Context: an optimization exercise on an open-source flow, tuned for a short achievable clock period, few clock cycles per item and low power. The choices shown serve that exercise and are no tape-out recipe. Function was checked by simulation only, so behaviour that the tests miss may differ from the original.

File: design/flow/config.mk
export PLATFORM = sky130hd
export DESIGN_NAME = exec_stage
export DESIGN_NICKNAME = exec_stage
export VERILOG_FILES = /design/flow/design.v
export SDC_FILE = /design/flow/constraint.sdc
export NUM_CORES = 4
export LEC_CHECK = 0
export CAP_MARGIN = 20
export CORE_MARGIN = 2
export CORE_UTILIZATION = 40
export SLEW_MARGIN = 20
File: design/flow/design.v
package arm_pkg;
    typedef enum logic [3:0] {
        OP_AND  = 4'h0,
        OP_EOR  = 4'h1,
        OP_SUB  = 4'h2,
        OP_RSB  = 4'h3,
        OP_ADD  = 4'h4,
        OP_ADC  = 4'h5,
        OP_SBC  = 4'h6,
        OP_ORR  = 4'h7,
        OP_MOV  = 4'h8,
        OP_MVN  = 4'h9,
        OP_BIC  = 4'hA,
        OP_CMP  = 4'hB,
        OP_CMN  = 4'hC,
        OP_TST  = 4'hD,
        OP_MUL  = 4'hE,
        OP_UDIV = 4'hF
    } opcode_e;
    localparam int NZCV_N = 3;
    localparam int NZCV_Z = 2;
    localparam int NZCV_C = 1;
    localparam int NZCV_V = 0;
    typedef enum logic {
        ST_IDLE = 1'b0,
        ST_DIV  = 1'b1
    } state_e;
endpackage
module arm_udiv #(
    parameter int W = 32
) (
    input  logic         clk,
    input  logic         rst,
    input  logic         start,
    input  logic         abort,
    input  logic [W-1:0] dividend,
    input  logic [W-1:0] divisor,
    output logic         busy,
    output logic         done,
    output logic [W-1:0] quotient
);
    localparam int CW = $clog2(W + 1);
    logic [W-1:0]  rem;
    logic [W-1:0]  quo;
    logic [W-1:0]  dvs;
    logic [CW-1:0] count;
    logic [W:0]    rem_sh;
    logic [W:0]    diff;
    logic [W-1:0]  rem_next;
    logic [W-1:0]  quo_next;
    always_comb begin
        rem_sh   = {rem, quo[W-1]};
        diff     = rem_sh - {1'b0, dvs};
        quo_next = {quo[W-2:0], ~diff[W]};
        rem_next = diff[W] ? rem_sh[W-1:0] : diff[W-1:0];
    end
    assign done     = busy && (count == CW'(1));
    assign quotient = quo_next;
    always_ff @(posedge clk or negedge rst) begin
        if (!rst) begin
            rem   <= '0;
            quo   <= '0;
            dvs   <= '0;
            count <= '0;
            busy  <= 1'b0;
        end else if (abort) begin
            busy  <= 1'b0;
        end else if (start) begin
            rem   <= '0;
            quo   <= dividend;
            dvs   <= divisor;
            count <= CW'(W);
            busy  <= 1'b1;
        end else if (busy) begin
            rem   <= rem_next;
            quo   <= quo_next;
            count <= count - CW'(1);
            if (done) begin
                busy <= 1'b0;
            end
        end
    end
endmodule
module exec_stage #(
    parameter int W = 32
) (
    input  logic         clk,
    input  logic         rst,
    input  logic         in_valid,
    output logic         in_ready,
    input  logic         flush,
    input  logic [3:0]   opcode,
    input  logic [W-1:0] oprand1,
    input  logic [W-1:0] oprand2,
    input  logic [3:0]   rd_addr,
    input  logic         set_flags,
    input  logic         carry_in,
    input  logic [3:0]   nzcv_in,
    output logic         out_valid,
    output logic [W-1:0] result,
    output logic [3:0]   wb_addr,
    output logic         wb_en,
    output logic [3:0]   nzcv_out,
    output logic         flags_en,
    output logic         undef
);
    arm_pkg::opcode_e      op;
    logic         accept;
    logic [W-1:0] add_x;
    logic [W-1:0] add_y;
    logic         add_cin;
    logic [W:0]   sum;
    logic         add_v;
    logic [W-1:0] alu_res;
    logic         alu_c;
    logic         alu_v;
    logic         flags_req;
    logic         wb_req;
    logic         undef_op;
    logic         start_div;
    logic [3:0]   nzcv_calc;
    logic         div_done;
    logic [W-1:0] div_q;
    logic [3:0]   div_rd;
    assign op     = arm_pkg::opcode_e'(opcode);
    assign accept = in_valid && in_ready && !flush;
    always_comb begin
        add_x   = oprand1;
        add_y   = oprand2;
        add_cin = 1'b0;
        case (op)
            arm_pkg::OP_SUB, arm_pkg::OP_CMP: begin
                add_y   = ~oprand2;
                add_cin = 1'b1;
            end
            arm_pkg::OP_RSB: begin
                add_x   = oprand2;
                add_y   = ~oprand1;
                add_cin = 1'b1;
            end
            arm_pkg::OP_ADC: add_cin = nzcv_in[arm_pkg::NZCV_C];
            arm_pkg::OP_SBC: begin
                add_y   = ~oprand2;
                add_cin = nzcv_in[arm_pkg::NZCV_C];
            end
            default: ;
        endcase
    end
    assign sum   = {1'b0, add_x} + {1'b0, add_y} + {{W{1'b0}}, add_cin};
    assign add_v = (add_x[W-1] == add_y[W-1]) && (sum[W-1] != add_x[W-1]);
    always_comb begin
        alu_res   = '0;
        alu_c     = carry_in;
        alu_v     = nzcv_in[arm_pkg::NZCV_V];
        flags_req = set_flags;
        wb_req    = 1'b1;
        undef_op  = 1'b0;
        start_div = 1'b0;
        case (op)
            arm_pkg::OP_AND: alu_res = oprand1 & oprand2;
            arm_pkg::OP_EOR: alu_res = oprand1 ^ oprand2;
            arm_pkg::OP_ORR: alu_res = oprand1 | oprand2;
            arm_pkg::OP_MOV: alu_res = oprand2;
            arm_pkg::OP_MVN: alu_res = ~oprand2;
            arm_pkg::OP_BIC: alu_res = oprand1 & ~oprand2;
            arm_pkg::OP_TST: begin
                alu_res   = oprand1 & oprand2;
                flags_req = 1'b1;
                wb_req    = 1'b0;
            end
            arm_pkg::OP_SUB, arm_pkg::OP_RSB, arm_pkg::OP_ADD, arm_pkg::OP_ADC, arm_pkg::OP_SBC: begin
                alu_res = sum[W-1:0];
                alu_c   = sum[W];
                alu_v   = add_v;
            end
            arm_pkg::OP_CMP, arm_pkg::OP_CMN: begin
                alu_res   = sum[W-1:0];
                alu_c     = sum[W];
                alu_v     = add_v;
                flags_req = 1'b1;
                wb_req    = 1'b0;
            end
            arm_pkg::OP_MUL: begin
                alu_res = oprand1 * oprand2;
                alu_c   = nzcv_in[arm_pkg::NZCV_C];
            end
            arm_pkg::OP_UDIV: begin
                flags_req = 1'b0;
                start_div = (oprand2 != '0);
            end
            default: ;
        endcase
    end
    assign nzcv_calc = {alu_res[W-1], (alu_res == '0), alu_c, alu_v};
    arm_pkg::state_e state;
    arm_pkg::state_e next_state;
    logic   div_busy;
    always_ff @(posedge clk or negedge rst) begin
        if (!rst) begin
            state <= arm_pkg::ST_IDLE;
        end else begin
            state <= next_state;
        end
    end
    always_comb begin
        next_state = state;
        case (state)
            arm_pkg::ST_IDLE: if (accept && start_div) next_state = arm_pkg::ST_DIV;
            arm_pkg::ST_DIV:  if (flush || div_done || !div_busy) next_state = arm_pkg::ST_IDLE;
            default: next_state = arm_pkg::ST_IDLE;
        endcase
    end
    assign in_ready = (state == arm_pkg::ST_IDLE);
    always_ff @(posedge clk or negedge rst) begin
        if (!rst) begin
            div_rd <= '0;
        end else if (accept && start_div) begin
            div_rd <= rd_addr;
        end
    end
    arm_udiv #(.W(W)) u_udiv (
        .clk      (clk),
        .rst      (rst),
        .start    (accept && start_div),
        .abort    (flush && (state == arm_pkg::ST_DIV)),
        .dividend (oprand1),
        .divisor  (oprand2),
        .busy     (div_busy),
        .done     (div_done),
        .quotient (div_q)
    );
    always_ff @(posedge clk or negedge rst) begin
        if (!rst) begin
            out_valid <= 1'b0;
            result    <= '0;
            wb_addr   <= '0;
            wb_en     <= 1'b0;
            nzcv_out  <= '0;
            flags_en  <= 1'b0;
            undef     <= 1'b0;
        end else begin
            out_valid <= 1'b0;
            wb_en     <= 1'b0;
            flags_en  <= 1'b0;
            undef     <= 1'b0;
            if (div_done && !flush) begin
                out_valid <= 1'b1;
                result    <= div_q;
                wb_addr   <= div_rd;
                wb_en     <= 1'b1;
                nzcv_out  <= nzcv_in;
            end else if (accept && !start_div) begin
                out_valid <= 1'b1;
                result    <= alu_res;
                wb_addr   <= rd_addr;
                wb_en     <= wb_req;
                flags_en  <= flags_req;
                nzcv_out  <= flags_req ? nzcv_calc : nzcv_in;
                undef     <= undef_op;
            end
        end
    end
endmodule
File: design/flow/constraint.sdc
create_clock -name core_clock -period 11.0 [get_ports {clk}]
set_input_delay 2.2000 -clock core_clock [delete_from_list [all_inputs] [get_ports {clk}]]
set_output_delay 2.2000 -clock core_clock [all_outputs]
set_load 0.01 [all_outputs]
File: design/flow/run.sh
#!/bin/bash
# synth_recipe.tcl (not shown) runs the flow's synth.tcl, then flattens the netlist and writes it again
# the make line also repeats each setting of config.mk as NAME=value (left out here)
make -C /OpenROAD-flow-scripts/flow DESIGN_CONFIG=/design/flow/config.mk WORK_HOME=/design/flow/orfs CLKGATE_MAP_FILE= SYNTH_SCRIPT=/design/flow/synth_recipe.tcl finish
==> metrics.md <==
| Metric | Value |
|---|---|
| Synth Flop Type | dfrtp_1 |
| Num CTS Buffers | 17 |
| Antenna cells | 0 |
| Initial Utilization | 40.6% |
| Filler instances | 7334 |
| Yosys top cell area share | roughly 28% |
| Rel. slew slack | between 20% and 30% |
| Yosys cell types | 101 |
| Worst-path clk slew | 0.07 ns |
| CORE AREA | 71900 sq um |
| Clock sink count | 151 |
| Final cycle utilization of the critical path | 94.6% |
| Worst setup EP type | flop |
| EDFF count, synth | 0 |
| Post-synthesis register bit count | approximately 150 |
| Final wirelength | 113000 microns |
| Setup Skew | 0.0114 ns |
| Worst path slowest cell | fa_1 |
| Worst hold-check path type | reg2reg |
| Yosys top cell by area | fa_1 |
| Status | finished clean |
| Top Ports | 127 |
| Final core occ | a little under half |
| CP max stage delay | 0.65 ns |
| IO buf count | around 130 |
| Crit path required time | 11.37 ns |
| Synthesized area | 29100 sq um |
| Vias in the first global route | around 26000 |
| Element type at the critical path start | input port |
| Max Slew Vio Count | 0 |
| Top fanout value on the critical path | 13 |
| Fmax | a little under 100 MHz |
| GRT overflow | 0 |
| CTS tree | built |
| Die Y | between 200 and 300 microns |
| Via/cell ratio | 5.71 |
| Die width | 274 microns |
| H-tree Lvls | 4 |
| Async S/R FF share, synth | 100% |
| Vias | approximately 27000 |
| Setup bufs post-CTS | 0 |
| Syn_nets | roughly 4400 |
| Post_cts resized | 0 |
| Area growth syn-to-layout | 11.6% |
| Post-Synthesis Cells | 3664 |
| Largest cells by area after synthesis | fa_1, dfrtp_1, ha_1 |
| Post-route ant nets | 0 |
| Final setup fails | 0 |
| Worst path most repeated cell | fa_1 |
| Largest net degree at the start of global routing | 89 |
| Worst path top cell family by delay | adder cells |
| Number of max-cap violations | 0 |
| Unrepaired setup endpoints after global routing | false |
| Final min period | between 10 and 15 ns |
| Post-route insts no fill | 4694 |
| Multi-input logic area | 22600 sq um |
| Total track usage | a little under a third |
| WL/cell | 24.0 microns |
| Crit path DAT | 10.77 ns |
| Post-DP HPWL | 88500 microns |
| Mean Syn Cell Area | 7.96 sq um |
| First-pass GRT wire length | 171000 microns |
| Hold_buf cts | 0 |
| Ys Warns | 2 |
| Initial DRC count | around 2700 |
| Worst-skew pair later-pin latency | 0.44 ns |
| Hold Slack | between 0.4 and 0.5 ns |
| Final TNS setup | 0 ns |
| Setup CP Type | in2reg |
| Die area | ~75000 sq um |
| DRC Markers | 0 |
| GPL Wtd Cong | 0.974 |
| Buffers plus inverters on the worst setup path | 5 |
| Initial antenna violation count | 8 |
| Layout Nets | about 4500 |
| Share of layout cells above drive strength 1 | approximately 6.4% |
| Router iterations before antenna repair | 6 |
| Core Rows | 98 |
| CTS max path bufs | 2 |
| Worst slew pin tran | 1.06 ns |
| Placed instance count | 4662 |
| Sequential fraction of the synthesis area | 13.0% |
| Final Hold Vio Count | 0 |
| Register Area | 3780 sq um |
| CTS root buf | clkbuf_16 |
sequential cells by signal (all words and copies together), names as in the netlist:
signal / count
flags_en: 1
result: 32
nzcv_out: 4
wb_en: 1
state: 1
out_valid: 1
wb_addr: 4
u_udiv.count: 6
div_rd: 4
u_udiv.busy: 1
u_udiv.quo: 32
u_udiv.dvs: 32
u_udiv.rem: 32
path summary, 6_finish.rpt:
path	slack, ns	endpoint	startpoint	cells past startpoint
min	0.48	div_rd[1]	div_rd[1]	2
min in group asynchronous	1.85	u_udiv.quo[29]	rst	1
min reg2reg	0.48	div_rd[1]	div_rd[1]	2
max in group asynchronous	7.81	result[4]	rst	2
max	0.60	nzcv_out[2]	oprand1[9]	25
max reg2reg	6.96	u_udiv.rem[3]	u_udiv.quo[31]	16
logic make-up after synthesis:
family          after synthesis  synth area share (%)
flops                       151                  13.0
mux                          31                  1.09
fa+ha+maj                   647                  38.4
buf+inv                     751                  9.81
simple gates               1199                  17.2
compound gates              762                  16.8
other cells                   1                0.0129
xor+xnor                    122                  3.76
per-stage QoR:
stage / setup slack (ns) / cell area (sq um)
after floorplan: 1.07 / 29100
after global placement: 0.358 / 31900
after detailed placement: 0.287 / 31900
after CTS: 0.716 / 32500
after global routing: 0.203 / 32500
final: 0.595 / 32500
synthesized netlist by cell type (15+ instances only):
library cell / n
a31oi_1: 43
mux2i_1: 29
ha_1: 236
a211oi_1: 23
nand2_1: 521
xor2_1: 41
a21o_1: 31
buf_1: 34
dfrtp_1: 151
o21a_1: 25
nor3_1: 39
o22ai_1: 15
inv_1: 496
o21ai_0: 278
fa_1: 411
nand4_1: 27
nand2b_1: 19
o311ai_1: 16
clkbuf_1: 194
nor2_1: 449
xnor2_1: 78
nand3_1: 55
a21oi_1: 131
a22oi_1: 40
worst reg2reg max path: cells and delay by family (launching register included):
kind	cells	cell delay (ns)
AO/OA/AOI/OAI	10	2.13
XOR/XNOR	1	0.14
buffers and inverters	2	0.52
adder cells (fa/ha/maj)	2	0.65
AND/OR/NAND/NOR	1	0.14
flip-flops	1	0.35
final cells by class:
class,count,share of cell area (%)
timing repair buffer,289,7.68
clock inverter,15,0.473
multi-input combinational,2762,69.4
clock buffer,17,1.31
tap,950,3.65
inverter,510,5.89
sequential,151,11.6
placed cells by master, fill, tap and decap left out, types with 13 or more instances in the layout:
cell	synthesis	final
buf_4	2	162
inv_1	496	496
a21o_1	31	31
o311ai_1	16	16
dfrtp_1	151	151
a21oi_1	131	130
nor2_1	449	447
o21ai_0	278	277
nand3_1	55	54
nor2b_1	14	13
mux2i_1	29	29
fa_1	411	411
nand2_1	521	521
nand4_1	27	27
nor4_1	14	14
clkdlybuf4s50_1	0	122
xnor2_1	78	78
nand2b_1	19	19
a22oi_1	40	40
o21a_1	25	24
nor3_1	39	38
a211oi_1	23	23
xor2_1	41	41
o211ai_1	14	14
a31oi_1	43	43
o22ai_1	15	15
clkbuf_16	0	17
ha_1	236	236
routing by layer:
metal	GRT usage [%]	vias up	wire length [microns]
met5	0	-	98
met4	11.0	16	4550
met3	6.83	217	11800
met2	45.5	1307	47900
met1	43.2	13200	48500
li1	-	12100	-
Testbench counts, summed over its fixed seeds: cycles 33,224, items 16,000.

what the ideal ports hide:
Ports are ideal in the flow. The routed layout listed here was re-timed in OpenROAD. Step 1 (the two cells are an assumption about what drives the block):
set clk [get_ports {clk}]
set_driving_cell -lib_cell sky130_fd_sc_hd__clkbuf_16 $clk
set_driving_cell -lib_cell sky130_fd_sc_hd__buf_2 [delete_from_list [all_inputs] $clk]
Step 2, shift: input delay + t, output delay - t, t = (earliest + latest rising clock arrival at the registers) / 2. This alone moves slack from input paths to output paths. Three values: no drivers, after step 1, after step 2; two values: the first two.
t, ns: 0.484
slack for setup (ns): 0.595 / 0.615 / 0.131
hold slack, ns: 0.484 / 0.484 / 0.484
After both steps this run still meets setup and hold. The setup slack of this run moves by +0.020 ns with the drivers and by -0.464 ns with both steps.
